Context: an optimization exercise on an open-source flow, tuned for small area, a short achievable clock period and few clock cycles. The choices shown serve that exercise and are no tape-out recipe. In this exercise RTL edits were held to simulation tests only and were not proved equivalent to the original. Power is estimated from default activity; no workload was simulated.

### design/flow/config.mk
export PLATFORM = sky130hd
export DESIGN_NAME = alu_multicycle
export DESIGN_NICKNAME = alu_multicycle
export VERILOG_FILES = /design/flow/design.v
export SDC_FILE = /design/flow/constraint.sdc
export NUM_CORES = 4
export LEC_CHECK = 0
export ABC_AREA = 1
export CAP_MARGIN = 20
export CORE_MARGIN = 2
export CORE_UTILIZATION = 40
export SETUP_SLACK_MARGIN = 3.35
export SLEW_MARGIN = 20
### design/flow/constraint.sdc
create_clock -name core_clock -period 8.0 [get_ports {clk}]
set_input_delay 1.6000 -clock core_clock [delete_from_list [all_inputs] [get_ports {clk}]]
set_output_delay 1.6000 -clock core_clock [all_outputs]
set_load 0.01 [all_outputs]
### design/flow/design.v
module alu_multicycle #(
    parameter int WIDTH   = 32,
    parameter int SHAMT_W = 5
) (
    input  logic               clk,
    input  logic               reset,
    input  logic               start,
    input  logic [3:0]         opCode,
    input  logic [WIDTH-1:0]   in1,
    input  logic [WIDTH-1:0]   in2,
    input  logic [SHAMT_W-1:0] shiftAmt,
    output logic               ready,
    output logic               valid,
    output logic [WIDTH-1:0]   result,
    output logic [WIDTH-1:0]   hi,
    output logic [WIDTH-1:0]   lo,
    output logic               overflow,
    output logic               zero,
    output logic               divByZero
);
    localparam logic [3:0] OP_AND   = 4'b0000;
    localparam logic [3:0] OP_OR    = 4'b0001;
    localparam logic [3:0] OP_ADD   = 4'b0010;
    localparam logic [3:0] OP_SRA   = 4'b0011;
    localparam logic [3:0] OP_SLL   = 4'b0100;
    localparam logic [3:0] OP_SRL   = 4'b0101;
    localparam logic [3:0] OP_SUB   = 4'b0110;
    localparam logic [3:0] OP_SLT   = 4'b0111;
    localparam logic [3:0] OP_SLTU  = 4'b1000;
    localparam logic [3:0] OP_MULT  = 4'b1001;
    localparam logic [3:0] OP_MULTU = 4'b1010;
    localparam logic [3:0] OP_DIV   = 4'b1011;
    localparam logic [3:0] OP_NOR   = 4'b1100;
    localparam logic [3:0] OP_DIVU  = 4'b1101;
    localparam int RUN = 0, MS = 1, DP = 2, DS = 3, DR = 4, DQ = 5;
    logic [5:0] st_q, st_d;
    logic [31:0] a_q, b_q;        
    logic [5:0]  la_q, lb_q;      
    logic        bneg_q;          
    logic [3:0]  op_q;
    logic [4:0]  sh_q;
    logic        sgn_q;           
    logic        alu_q;           
    logic [31:0] h_q, l_q;        
    logic [31:0] r_q;             
    logic        valid_q, sel_lo_q, undef_q, ovf_q, dbz_q;
    logic        qneg_q, rneg_q, dbzp_q;
    logic [4:0]  cnt_q;
    logic        xa_q, xh_q, xl_q, xinv_q;        
    logic        yone_q, ytwo_q, yinv_q, mext_q;  
    logic        zone_q, ztwo_q, zinv_q;          
    logic        msf_q;                           
    logic last, fin, accept, last_q, fin_q, last_d, fin_d;
    assign last   = last_q;
    assign fin    = fin_q;
    assign ready  = st_q[RUN] || fin;
    assign accept = start && ready;
    logic an, bn;                 
    assign an = sgn_q && a_q[31];
    assign bn = sgn_q && b_q[31];
    logic dn, vn;                 
    assign dn = bn;
    assign vn = an;
    function automatic logic [5:0] clz32(input logic [31:0] x);
        logic [15:0] z1; logic [15:0] c1;
        logic [7:0]  z2; logic [15:0] c2;
        logic [3:0]  z3; logic [11:0] c3;
        logic [1:0]  z4; logic [7:0]  c4;
        logic [4:0]  c5;
        integer i;
        for (i = 0; i < 16; i++) begin
            z1[i] = ~x[2*i+1] & ~x[2*i];
            c1[i] = ~x[2*i+1];
        end
        for (i = 0; i < 8; i++) begin
            z2[i] = z1[2*i+1] & z1[2*i];
            c2[2*i +: 2] = z1[2*i+1] ? {1'b1, c1[2*i]} : {1'b0, c1[2*i+1]};
        end
        for (i = 0; i < 4; i++) begin
            z3[i] = z2[2*i+1] & z2[2*i];
            c3[3*i +: 3] = z2[2*i+1] ? {1'b1, c2[2*(2*i) +: 2]} : {1'b0, c2[2*(2*i+1) +: 2]};
        end
        for (i = 0; i < 2; i++) begin
            z4[i] = z3[2*i+1] & z3[2*i];
            c4[4*i +: 4] = z3[2*i+1] ? {1'b1, c3[3*(2*i) +: 3]} : {1'b0, c3[3*(2*i+1) +: 3]};
        end
        c5 = z4[1] ? {1'b1, c4[3:0]} : {1'b0, c4[7:4]};
        clz32 = (z4[1] && z4[0]) ? 6'd32 : {1'b0, c5};
    endfunction
    function automatic logic [4:0] pdig(input logic [31:0] x, input logic s, input logic [3:0] i);
        logic [39:0] e;
        e = {{7{s}}, x, 1'b0};
        pdig = e[4*i +: 5];
    endfunction
    function automatic logic [31:0] rev32(input logic [31:0] x);
        integer i;
        for (i = 0; i < 32; i++) rev32[i] = x[31-i];
    endfunction
    logic [5:0]  za;
    logic [6:0]  dd;
    logic [4:0]  dsh;
    logic [31:0] sh_src, sh_in, sh_y, sh_out;
    logic [4:0]  sh_amt;
    logic        sh_fill, sh_left;
    assign za      = la_q - {5'd0, dn};          
    assign dd      = {1'b0, lb_q} - {1'b0, za};
    assign dsh     = (dd[6] || (lb_q[5] && !vn)) ? 5'd0 : dd[5] ? 5'd31 : dd[4:0];
    assign sh_left = st_q[DP] || (op_q == OP_SLL);
    assign sh_src  = a_q;
    assign sh_amt  = st_q[DP] ? dsh : sh_q;
    assign sh_fill = !st_q[DP] && (op_q == OP_SRA) && a_q[31];
    assign sh_in   = sh_left ? rev32(sh_src) : sh_src;
    assign sh_y    = 32'($signed({sh_fill, sh_in}) >>> sh_amt);
    assign sh_out  = sh_left ? rev32(sh_y) : sh_y;
    logic [39:0] xsrc, xop, yop, zop, csa_s, csa_c, s;
    logic [34:0] pmag, zmag;
    logic        cin;
    always_comb begin
        xsrc = '0;
        if (xa_q) xsrc = {8'd0, a_q};
        if (xh_q) xsrc = {8'd0, h_q};
        if (xl_q) xsrc = {2'b00, st_q[MS] ? h_q[1:0] : 2'b00, l_q, {4{st_q[DQ]}}};
        xsrc[2] = xsrc[2] || zinv_q;              
    end
    assign xop  = xsrc ^ (xl_q ? {4'd0, {32{xinv_q}}, 4'd0} : {8'd0, {32{xinv_q}}});
    assign pmag = yone_q ? {{3{mext_q}}, b_q} : ytwo_q ? {{2{mext_q}}, b_q, 1'b0} : 35'd0;
    assign zmag = zone_q ? {{3{mext_q}}, b_q} : ztwo_q ? {{2{mext_q}}, b_q, 1'b0} : 35'd0;
    assign yop  = {{5{pmag[34]}}, pmag} ^ {40{yinv_q}};
    assign zop  = {{3{zmag[34] ^ zinv_q}}, zmag ^ {35{zinv_q}}, 2'b00};
    assign cin  = yinv_q || xinv_q;
    assign csa_s = xop ^ yop ^ zop;
    assign csa_c = (xop & yop) | (xop & zop) | (yop & zop);
    assign s     = csa_s + {csa_c[38:0], cin};
    logic        add_ovf, c32;
    logic [31:0] alu_res;
    assign add_ovf = (a_q[31] == yop[31]) && (s[31] != a_q[31]);
    assign c32     = s[32] ^ yop[32];
    always_comb begin
        case (op_q)
            OP_AND:  alu_res = a_q & b_q;
            OP_OR:   alu_res = a_q | b_q;
            OP_NOR:  alu_res = ~(a_q | b_q);
            OP_ADD, OP_SUB: alu_res = s[31:0];
            OP_SRA, OP_SLL, OP_SRL: alu_res = sh_out;
            OP_SLT:  alu_res = {31'd0, s[31] ^ add_ovf};
            OP_SLTU: alu_res = {31'd0, ~c32};
            default: alu_res = '0;
        endcase
    end
    logic [4:0]  dg;
    logic [25:0] upp, hu;
    logic        uinc, udec;
    logic [25:0] all1, all0;      
    logic        s1, s2, swp_in, acc_m;
    logic [31:0] x1, x2;
    logic [8:0]  f1, f2, o1, o2;
    logic [4:0]  d1, d2, dg0;
    logic [3:0]  k1, k2, kmin;
    assign s1 = acc_sgn && in1[31];
    assign s2 = acc_sgn && in2[31];
    assign x1 = in1 ^ {32{s1}};
    assign x2 = in2 ^ {32{s2}};
    always_comb begin
        for (int k = 0; k < 8; k++) begin
            f1[k] = ((x1 >> (4*k + 3)) == 32'd0);
            f2[k] = ((x2 >> (4*k + 3)) == 32'd0);
        end
        f1[8] = 1'b1;
        f2[8] = 1'b1;
        o1[0] = f1[0];
        o2[0] = f2[0];
        for (int k = 1; k < 9; k++) begin
            o1[k] = f1[k] && !f1[k-1];
            o2[k] = f2[k] && !f2[k-1];
        end
        d1 = '0;
        d2 = '0;
        k1 = '0;
        k2 = '0;
        for (int k = 0; k < 9; k++) begin
            d1 = d1 | ({5{o1[k]}} & pdig(in1, s1, 4'(k)));
            d2 = d2 | ({5{o2[k]}} & pdig(in2, s2, 4'(k)));
            k1 = k1 | ({4{o1[k]}} & 4'(k));
            k2 = k2 | ({4{o2[k]}} & 4'(k));
        end
    end
    assign swp_in = |(f2 & ~f1);               
    assign dg0    = swp_in ? d2 : d1;
    assign kmin   = swp_in ? k2 : k1;
    assign acc_m  = accept && acc_mul;
    assign dg = acc_m ? dg0 : pdig(a_q, an, 4'(cnt_q - 5'd1));
    assign uinc = !s[39] && s[38];
    assign udec = s[39];
    logic [25:0] p1 [0:5];
    logic [25:0] p0 [0:5];
    assign hu = msf_q ? 26'd0 : h_q[27:2];
    always_comb begin
        for (int i = 0; i < 26; i++) begin
            p1[0][i] = (i == 0) ? 1'b1 : hu[i-1];
            p0[0][i] = (i == 0) ? 1'b1 : !hu[i-1];
        end
        all1[0] = 1'b1;
        all0[0] = 1'b1;
        for (int i = 1; i < 26; i++) begin
            all1[i] = all1[i-1] && p1[0][i];
            all0[i] = all0[i-1] && p0[0][i];
        end
        for (int i = 0; i < 26; i++)
            upp[i] = hu[i] ^ ((uinc && all1[i]) || (udec && all0[i]));
    end
    logic dge;
    assign dge = !s[39];
    logic acc_mul, acc_div, acc_alu, acc_sgn;
    assign acc_mul = (opCode == OP_MULT) || (opCode == OP_MULTU);
    assign acc_div = (opCode == OP_DIV) || (opCode == OP_DIVU);
    assign acc_alu = !acc_mul && !acc_div;
    assign acc_sgn = (opCode == OP_MULT) || (opCode == OP_DIV);
    always_comb begin
        st_d = '0;
        if (st_q[RUN] || fin) begin
            if (accept && acc_mul)      st_d[MS]  = 1'b1;
            else if (accept && acc_div) st_d[DP]  = 1'b1;
            else                        st_d[RUN] = 1'b1;
        end else begin
            if (st_q[MS])                              st_d[MS] = 1'b1;
            if (st_q[DP])                              st_d[DS] = 1'b1;
            if (st_q[DS] && !last)                     st_d[DS] = 1'b1;
            if (st_q[DS] && last && rneg_q)            st_d[DR] = 1'b1;
            if (st_q[DS] && last && !rneg_q)           st_d[DQ] = 1'b1;
            if (st_q[DR])                              st_d[DQ] = 1'b1;
        end
    end
    always_comb begin
        last_d = 1'b0;
        if (st_q[DP])               last_d = (dsh == 5'd0);
        if (st_q[MS] || st_q[DS])   last_d = (cnt_q == 5'd1);
        if (acc_m)                  last_d = (kmin == 4'd0);
        fin_d = (st_d[MS] && last_d) ||
                (st_d[DS] && last_d && !(st_q[DP] ? dn : rneg_q) &&
                 !(st_q[DP] ? ((dn ^ vn) && (a_q != '0)) : qneg_q)) ||
                (st_d[DR] && !qneg_q) || st_d[DQ];
    end
    logic nz_neg, nz_one, nz_two, ny_neg, ny_one, ny_two;
    assign ny_neg = dg[2] && !(dg[1] && dg[0]);
    assign ny_one = dg[1] ^ dg[0];
    assign ny_two = (dg[2] && !dg[1] && !dg[0]) || (!dg[2] && dg[1] && dg[0]);
    assign nz_neg = dg[4] && !(dg[3] && dg[2]);
    assign nz_one = dg[3] ^ dg[2];
    assign nz_two = (dg[4] && !dg[3] && !dg[2]) || (!dg[4] && dg[3] && dg[2]);
    always_ff @(posedge clk or posedge reset) begin
        if (reset) begin
            st_q    <= 6'd1 << RUN;
            fin_q   <= 1'b0;
            valid_q <= 1'b0;
            alu_q   <= 1'b0;
            h_q     <= '0;
            l_q     <= '0;
            dbz_q   <= 1'b0;
        end else begin
            st_q    <= st_d;
            fin_q   <= fin_d;
            valid_q <= (st_q[RUN] && alu_q) || fin;
            alu_q   <= accept && acc_alu;
            if (st_q[MS]) {h_q, l_q} <= {upp, s[37:0]};
            if (st_q[DP]) begin
                h_q   <= s[31:0];
                l_q   <= '0;
                dbz_q <= (a_q == '0);
            end
            if (st_q[DS]) begin
                if (dge) h_q <= s[31:0];
                l_q <= (last && dbzp_q) ? '1 : {l_q[30:0], dge};
            end
            if (st_q[DR]) h_q <= s[31:0];
            if (st_q[DQ]) l_q <= s[35:4];
        end
    end
    always_ff @(posedge clk) begin
        op_q <= opCode;
        sh_q <= shiftAmt;
        la_q <= clz32(in1 ^ {32{acc_sgn && in1[31]}});
        lb_q <= clz32(in2 ^ {32{acc_sgn && in2[31]}});
        r_q  <= alu_res;
        if (ready) begin
            a_q   <= ((acc_mul && swp_in) || acc_div) ? in2 : in1;
            b_q   <= ((acc_mul && swp_in) || acc_div) ? in1 : in2;
            sgn_q <= acc_sgn;
        end else begin
            if (st_q[DP]) b_q <= sh_out;
            if (st_q[DS]) b_q <= {bneg_q, b_q[31:1]};
        end
        last_q <= last_d;
        if (st_q[MS] || st_q[DS]) cnt_q <= cnt_q - 5'd1;
        if (acc_m) cnt_q <= {1'b0, kmin};
        if (st_q[DP]) begin
            cnt_q  <= dsh;
            bneg_q <= vn;
            rneg_q <= dn;
            qneg_q <= (dn ^ vn) && (a_q != '0);
            dbzp_q <= (a_q == '0);
            ovf_q  <= sgn_q && (b_q == 32'h8000_0000) && (a_q == 32'hFFFF_FFFF);
        end
        if (st_q[DR]) rneg_q <= 1'b0;
        xa_q   <= st_d[RUN] && accept;
        xh_q   <= st_d[DS] || st_d[DR];
        xl_q   <= (st_d[MS] && !acc_m) || st_d[DQ];
        msf_q  <= acc_m;
        xinv_q <= st_d[DR] || st_d[DQ];
        yone_q <= (st_d[RUN] && accept) || st_d[DP] || st_d[DS] || (st_d[MS] && ny_one);
        ytwo_q <= st_d[MS] && ny_two;
        yinv_q <= (st_d[RUN] && accept && ((opCode == OP_SUB) || (opCode == OP_SLT) ||
                                           (opCode == OP_SLTU))) ||
                  (st_d[DS] && !(st_q[DP] ? vn : bneg_q)) || (st_d[MS] && ny_neg) ||
                  (st_d[DP] && acc_sgn && in1[31]);
        mext_q <= st_d[MS] ? (acc_m ? (swp_in ? s1 : s2) : bn) :
                  st_d[DS] ? (st_q[DP] ? vn : bneg_q) : 1'b0;
        zone_q <= st_d[MS] && nz_one;
        ztwo_q <= st_d[MS] && nz_two;
        zinv_q <= st_d[MS] && nz_neg;
        if (st_q[RUN] && alu_q) begin
            ovf_q    <= ((op_q == OP_ADD) || (op_q == OP_SUB)) && add_ovf;
            undef_q  <= (op_q == 4'hE) || (op_q == 4'hF);
            sel_lo_q <= 1'b0;
        end else if (fin) begin
            sel_lo_q <= 1'b1;
            undef_q  <= 1'b0;
            if (st_q[MS]) ovf_q <= 1'b0;
        end
    end
    assign valid     = valid_q;
    assign result    = sel_lo_q ? l_q : r_q;
    assign zero      = (result == '0) && !(undef_q && !sel_lo_q);
    assign hi        = h_q;
    assign lo        = l_q;
    assign overflow  = ovf_q;
    assign divByZero = dbz_q;
endmodule
### design/flow/run.sh
#!/bin/bash
# synth_recipe.tcl (not shown) runs the flow's synth.tcl, then flattens the netlist and writes it again
# the make line also repeats each setting of config.mk as NAME=value (left out here)
make -C /OpenROAD-flow-scripts/flow DESIGN_CONFIG=/design/flow/config.mk WORK_HOME=/design/flow/orfs CLKGATE_MAP_FILE= SYNTH_SCRIPT=/design/flow/synth_recipe.tcl finish
==> results.txt, run 1 <==
outcome complete, no violations; sequential group share of total power 17.8%; first-pass GRT wire length 179000 um; Netlist cell types 62; most common cell in the netlist nand2_1; maximum clock rate 215 MHz; PwrDens 413 nW/um2; antenna violations before repair 3; routed vias/inst 5.94; Mapped Nets 4204; Gate power share 71.0%; # hold bufs at CTS 0; commonest cells in the synthesized netlist 1086 x nand2_1, 512 x inv_1, 437 x nand3_1; Die W 251 um; CP required 8510 ps; overflow left after global routing 0; crit path time final 4650 ps; total power 12.3 mW; DP HPWL 97100 um; WS Path Type flop to flop; antenna cell count 0; Final Slew Violations 0; crit path DAT 5160 ps; routed vias 29675; synthesized instance count 4034; Nets 4365; Netlist Area Pre-Place 24400 um2; CP Launch Type flop; Worst Skew 28.9 ps; share of cells above drive strength 1 10.8%; Worst Tran Pin Value 1100 ps; H-tree level count 1; Die Area 63000 um2; initial core utilization 40.4%; worst min path class flop to flop; switch share 57.1%; pre-CTS WS 1960 ps; RD Place Congestion 1.06; Clock Sinks 217; largest net degree at the start of global routing 77; clock power share 11.2%; DR WL/cell 25.3 um; clk root buf clkbuf_16; top cell type by total area after synthesis nand2_1; fin cells 4999; Worst Setup End Kind flop; row count 90; Synth Register Bits 217; I/O Pins 177; post-route setup TNS 0 ps; VDD IR max 0.000254 V; sw power 6.99 mW; area grow syn2layout 21.7%; YS warnings 3; core area 60400 um2; CTS Buf Count 28; die boundary height 251 um; Bufs on Longest Clock Path 3; Main synth FF type dfrtp_1; placed cells 4835; ys async rst share 34.1%; DR DRC count 0; # setup viols final 0; RSZ-0062 raised after global routing true; Starting DRT DRC Count 4326; Clk Latency, worst-skew pair 600 ps; total wire length 126000 um; Max FO, Critical Path 7; P_int 5.26 mW; number of global-route vias before repair 26700; sequential fraction of the synthesis area 22.3%; Pleak 13.9 nW; post-route ant nets 0; Slew HR 26.5%; Fillers 6388; Post-synth EDFFs 72; period utilization 58.1%; First-pass DRT Iterations 6; syn_area_per_cell 6.05 um2; GRT Total Usage 38.3%; PnR worst setup slack 3350 ps; final hold vios 0; share of the synthesized area in the top cell type 16.7%; Worst-path clk slew 60 ps; CTS tree done; ranking of synthesized cells by area nand2_1 17%, nand3_1 9.0%, edfxtp_1 8.9%, o21ai_0 8.7%, inv_1 7.9%; Maximum Capacitance Violations 0; number of port buffers 176
==> critical path, cell delays in order, from the launching register on <==
cell,delay (ps)
edfxtp_1,690
inv_1,210
o221ai_1,210
o21ai_0,250
xor2_1,220
fa_1,460
ha_1,360
a21oi_1,290
o21ai_0,150
a21oi_1,160
o21bai_1,130
a21oi_1,340
o21bai_1,230
xor2_2,470
nand2_1,90
o211ai_1,100
o211ai_1,110
o21ai_0,100
==> path summary, 6_finish.rpt <==
check	startpoint	end	slack, ps	depth (start not counted)
worst max-delay path	a_q[5]$_DFFE_PN_	l_q[26]$_DFFE_PP0P_	3350	17
worst min-delay path	st_q[4]$_DFF_PP0_	rneg_q$_SDFF_PP0_	440	1
worst max register to register	a_q[5]$_DFFE_PN_	l_q[26]$_DFFE_PP0P_	3350	17
worst min register to register	st_q[4]$_DFF_PP0_	rneg_q$_SDFF_PP0_	440	1
max in group asynchronous	reset	l_q[5]$_DFFE_PP0P_	5520	3
min in group asynchronous	reset	l_q[26]$_DFFE_PP0P_	1350	2
==> layer usage <==
layer  up-vias  share of wire [%]  track usage [%]
li1      13682                  -                -
met1     13598                 38             48.6
met2      1962                 43             59.1
met3       433                 10             6.83
met4         0                8.9             26.8
met5         -                  0           0.0772
==> cell usage in the layout, fill, tap and decap left out, drive strengths merged, types with 8 or more instances in the layout <==
| master | Yosys | final |
|---|---|---|
| nand4 | 49 | 49 |
| fa | 39 | 39 |
| dfrtp | 73 | 73 |
| xnor2 | 18 | 18 |
| a21oi | 225 | 225 |
| xor2 | 139 | 139 |
| nor4 | 26 | 26 |
| o21ai | 488 | 489 |
| a31oi | 42 | 42 |
| nand2 | 1097 | 1099 |
| nor3 | 34 | 34 |
| o22ai | 8 | 8 |
| clkinvlp | 0 | 24 |
| clkinv | 9 | 16 |
| clkdlybuf4s50 | 0 | 170 |
| o221ai | 40 | 40 |
| edfxtp | 72 | 72 |
| o211ai | 29 | 29 |
| o21bai | 9 | 9 |
| clkbuf | 132 | 46 |
| inv | 523 | 509 |
| buf | 68 | 138 |
| nor2 | 285 | 287 |
| ha | 55 | 55 |
| dfxtp | 71 | 71 |
| nand3 | 440 | 440 |
| or2 | 9 | 9 |
==> final cells by class <==
type / instances / area (um2) / share of cell area [%]
Clock inverter: 10 / 116 / 0.392
Inverter: 532 / 2060 / 6.93
Multi-Input combinational cell: 3090 / 17000 / 57.2
Clock buffer: 42 / 882 / 2.97
Sequential cell: 217 / 5460 / 18.4
Timing Repair Buffer: 317 / 3140 / 10.6
Timing Repair inverter: 9 / 67.6 / 0.228
Tap cell: 782 / 978 / 3.30
==> cells by family after synthesis <==
logic type,count (synthesis),share of synthesized area (%)
AO/OA/AOI/OAI,885,20.1
buffers and inverters,732,11.7
flip-flops,217,22.3
multiplexers,1,0.0410
XOR/XNOR,157,5.70
adder cells (fa/ha/maj),94,6.02
AND/OR/NAND/NOR,1948,34.2
==> through the flow <==
stage / hold WS [ps] / cell area [um2] / util [%]
after detailed placement: 430 / 26700 / 44.2
after global routing: 473 / 29700 / 49.2
after floorplan: 406 / 24400 / -
after global placement: 431 / 26700 / 44.2
final: 438 / 29700 / 49.2
after CTS: 439 / 28400 / 47.1
==> power groups by stage <==
| stage | clock network, mW | logic (mW) | registers, mW |
|---|---|---|---|
| 5_1_grt | 1.41 | 9.24 | 2.18 |
| 4_1_cts | 1.37 | 7.75 | 2.17 |
| 3_3_place_gp | 0 | 7.55 | 2.20 |
| 3_5_place_dp | 0 | 7.52 | 2.20 |
| 6_report | 1.37 | 8.70 | 2.19 |
| 2_1_floorplan | 0 | 4.53 | 1.89 |
==> repair_timing <==
action                                  in CTS  in global routing
endpoints found under the setup margin     175                160
gates cloned                                11                  7
pin swaps                                    9                 26
gates resized for setup                     90                198
buffers inserted                            38                 56
==> flip-flops by register name, indices dropped and copies added, names as in the netlist, 4 cells and up <==
signal	count
a_q	32
b_q	32
h_q	32
l_q	32
r_q	32
la_q	6
lb_q	6
st_q	6
cnt_q	5
sh_q	5
op_q	4
Testbench counts, summed over its fixed seeds: cycles 9,466.
==> run 2, diff against run 1 <==
--- a/design/flow/design.v
+++ b/design/flow/design.v
@@ -37,3 +37,3 @@
     logic [31:0] a_q, b_q;        
-    logic [5:0]  la_q, lb_q;      
+    logic [5:0]  za_q, lb_q;      
     logic        bneg_q;          
@@ -104,3 +104,3 @@
     logic        sh_fill, sh_left;
-    assign za      = la_q - {5'd0, dn};          
+    assign za      = za_q;          
     assign dd      = {1'b0, lb_q} - {1'b0, za};
@@ -280,3 +280,3 @@
         sh_q <= shiftAmt;
-        la_q <= clz32(in1 ^ {32{acc_sgn && in1[31]}});
+        za_q <= clz32(s1 ? {x1[30:0], 1'b1} : x1);
         lb_q <= clz32(in2 ^ {32{acc_sgn && in2[31]}});
==> run 2 against run 1 <==
Clock power hardly changed; via count down 1.1%; first-iteration DRC count decreased by 16%; routed wire length up 0.64%; critical path depth decreased by 9; critical endpoint is now zero; still clean on timing, DRC and antenna; clock skew is 5.6 ps lower; critical path type is now flop to primary output; non-clock buffer count increased by 15; sequential cell count unchanged; clock-buffer cell count decreased by 2.
==> results.txt, run 2 <==
Fillers 6311 (-1.2%); Compound-Gate Fraction of Synth Area 21.9% (+1.8 points); routed vias/inst 5.95 (+0.29%); DP HPWL 99100 um (+2.0%); CTS Buf Count 29 (+3.6%); syn_area_per_cell 6.07 um2 (+0.45%); maximum clock rate 213 MHz (-1.2%); number of port buffers 176 (unchanged); initial core utilization 40.5% (+0.13 points); area of the multi-input gates 16600 um2 (-2.2%); Worst Setup End Kind primary output; final hold vios 0 (unchanged); First-pass DRT Iterations 6 (unchanged); top cell type by total area after synthesis nand2_1; overflow left after global routing 0 (unchanged); first-pass GRT wire length 182000 um (+1.7%); Netlist cell types 65 (+4.8%); outcome complete, no violations; Netlist Area Pre-Place 24000 um2 (-1.5%); VDD IR max 0.000239 V (-6.0%); Synth Register Bits 217 (unchanged); Final Slew Violations 0 (unchanged); GRT Total Usage 39.3% (+0.94 points); post-route ant nets 0 (unchanged); period utilization 58.8% (+0.69 points); ys async rst share 34.1% (unchanged); row count 89 (-1.1%); placed cells 4758 (-1.6%); crit path DAT 3110 ps (-2050 ps); antenna violations before repair 4 (+1); # hold bufs at CTS 0 (unchanged); Max FO, Critical Path 28 (+21); Worst Skew 23.3 ps (-5.60 ps); RSZ-0062 raised after global routing true; Post-synth EDFFs 72 (unchanged); Worst-path clk slew 60 ps (about the same); Main synth FF type dfrtp_1; total wire length 127000 um (+0.64%); most common cell in the netlist nand2_1; DR DRC count 0 (unchanged); clk root buf clkbuf_16; CP required 6400 ps (-2110 ps); CP Launch Type flop; Slew HR 14.3% (-12 points); crit path time final 4710 ps (+54.9 ps); Clk Latency, worst-skew pair 610 ps (about the same); worst min path class flop to flop; largest family of logic cells by synthesized area simple AND/OR/NAND/NOR gates; XOR/XNOR Fraction of Synth Area 5.00% (-0.70 points); fin cells 4931 (-1.4%); Worst Tran Pin Value 1280 ps (+181 ps); commonest non-fill, non-tap cell in the layout nand2_1; Die W 249 um (-0.76%); post-route setup TNS 0 ps (unchanged); number of global-route vias before repair 26830 (+0.49%); RD Place Congestion 1.07 (+1.4%); H-tree level count 1 (unchanged); Pleak 13.7 nW (-1.3%); DR WL/cell 25.8 um (+2.0%); synthesized instance count 3954 (-2.0%); Starting DRT DRC Count 3624 (-16%); commonest cells in the synthesized netlist 1027 x nand2_1, 511 x inv_1, 461 x o21ai_0; Clock Sinks 217 (unchanged); PnR worst setup slack 3290 ps (-54.9 ps); total power 13.4 mW (+9.3%); die boundary height 249 um (-0.76%); Nets 4302 (-1.4%); FF+latch area 5470 um2 (+0.16%); share of the synthesized area in the top cell type 16.0% (-0.66 points); share of cells above drive strength 1 10.3% (-0.45 points); adder-cell share of the synthesized area 6.01% (-0.0098 points); mux cell area share after synthesis 0.0938% (+0.053 points); most frequent cells in the layout 1001 x nand2_1, 491 x inv_1, 410 x o21ai_0; PwrDens 458 nW/um2 (+11%); Maximum Capacitance Violations 0 (unchanged); simple-gate share of the synthesized area 32.7% (-1.5 points); largest net degree at the start of global routing 69 (-10%); WS Path Type flop to primary output; CTS tree done; area grow syn2layout 21.8%; pre-CTS WS 1920 ps (-42.6 ps); sequential fraction of the synthesis area 22.6% (+0.35 points); ranking of synthesized cells by area nand2_1 16%, o21ai_0 9.6%, edfxtp_1 9.0%, nand3_1 8.5%, inv_1 8.0%; routed vias 29357 (-1.1%); I/O Pins 177 (unchanged); # setup viols final 0 (unchanged); YS warnings 3 (unchanged); Die Area 62000 um2 (-1.5%); core area 59200 um2 (-1.8%); Bufs on Longest Clock Path 3 (unchanged); Mapped Nets 4122 (-2.0%)
## run 2: cell types whose count changed in the layout (fill, tap and decap cells not counted), moves of 8 or more
cell / previous run / this run
nor2_1: 236 / 227
a31oi_1: 42 / 32
o21ai_0: 393 / 410
nand2_1: 1051 / 1001
nand2_2: 34 / 24
clkinvlp_4: 24 / 16
nand3_1: 427 / 404
buf_4: 112 / 133
a21oi_1: 200 / 223
a21oi_2: 23 / 11
xor2_1: 125 / 114
o21ai_1: 86 / 94
xnor2_1: 18 / 8
## run 2: final timing paths
check,startpoint,endpoint,slack (ps),cells after the start
max,sel_lo_q$_SDFFE_PP0P_,zero,3290,8
max in group asynchronous,reset,l_q[12]$_DFFE_PP0P_,5580,3
min,st_q[4]$_DFF_PP0_,rneg_q$_SDFF_PP0_,460,1
max reg2reg,h_q[6]$_DFF_PP0_,l_q[19]$_DFFE_PP0P_,3430,21
min reg2reg,st_q[4]$_DFF_PP0_,rneg_q$_SDFF_PP0_,460,1
min in group asynchronous,reset,st_q[2]$_DFF_PP0_,1230,2
## run 2: power by group
part	internal [mW]	total [mW]	leakage [nW]	switching [mW]
clock	0.769	1.34	0.484	0.574
sequential	1.67	2.32	2.18	0.648
combinational	3.18	9.73	11.1	6.55
total	5.62	13.4	13.7	7.77
## run 2: critical path: stages, from the launching register on
cell           delay [ps]
dfxtp_4               400
inv_12                 80
buf_16                180
nand2_1               140
o21ai_0               270
nor4_1                470
nand4_1               360
a211oi_2              290
dlygate4sd2_1         290
## run 2: metal layers
layer	GRT usage, %	share of wire (%)
met1	48.1	38
met2	61.3	43
met3	6.46	9.5
met4	31.3	9.7
met5	0	0.028
## run 2: final cells by class
class / instances / area share, %
Inverter: 525 / 6.91
Antenna cell: 1 / 0.00855
Timing Repair inverter: 6 / 0.154
Multi-Input combinational cell: 3023 / 56.8
Tap cell: 773 / 3.31
Clock inverter: 14 / 0.440
Clock buffer: 40 / 2.86
Timing Repair Buffer: 332 / 10.9
Sequential cell: 217 / 18.7
## run 2: repair_timing
action	in CTS	in global routing
buffers inserted	22	82
resized for setup	83	200
endpoints found under the setup margin	176	148
gates cloned	6	7
pin swaps	8	24
## run 2: kinds of logic (layout without fill, tap and decap cells)
| kind of cell | after synthesis | after routing |
|---|---|---|
| muxes | 2 | 2 |
| AOI/OAI and AO/OA | 943 | 944 |
| and+or+nand+nor | 1843 | 1848 |
| DFF | 217 | 217 |
| other | 0 | 1 |
| adders and majority gates | 92 | 92 |
| xor gates and xnor gates | 137 | 137 |
| buffers and inverters | 720 | 917 |
## run 2: stage by stage
step                cell area [um2]  util, %  hold slack, ps
floorplan                     24000        -             409
global placement              26400     44.5             442
detailed placement            26400     44.5             449
CTS                           27900     47.1             460
global route                  29300     49.4             489
finish                        29300     49.4             461
Testbench counts of run 2, summed over its fixed seeds: cycles 9,466.

==> port drivers added, routing unchanged <==
How much do the figures lean on ideal ports? The routed layouts below were timed once more, with nothing changed but the port constraints. Step 1: set_driving_cell puts a clkbuf_16 on clk and a buf_2 on each other input, an assumption about the parent block. Step 2, shift: input delay + t, output delay - t, t = (earliest + latest rising clock arrival at the registers) / 2. This alone moves slack from input paths to output paths. Three values: ideal ports, drivers, drivers and shift; two values: the first two.
run | t (ns) | setup slack, ns | worst hold slack (ns) | pins driven straight from the clock port
run 1 | 0.651 | 3.350 / 3.350 / 3.078 | 0.438 / 0.438 / 0.438 | 1
run 2 | 0.671 | 3.295 / 3.225 / 2.896 | 0.461 / 0.461 / 0.461 | 1
After both steps every run listed still meets setup and hold. For run 2, which loses most, drivers alone change the setup slack by -0.070 ns; drivers and shift together by -0.399 ns.
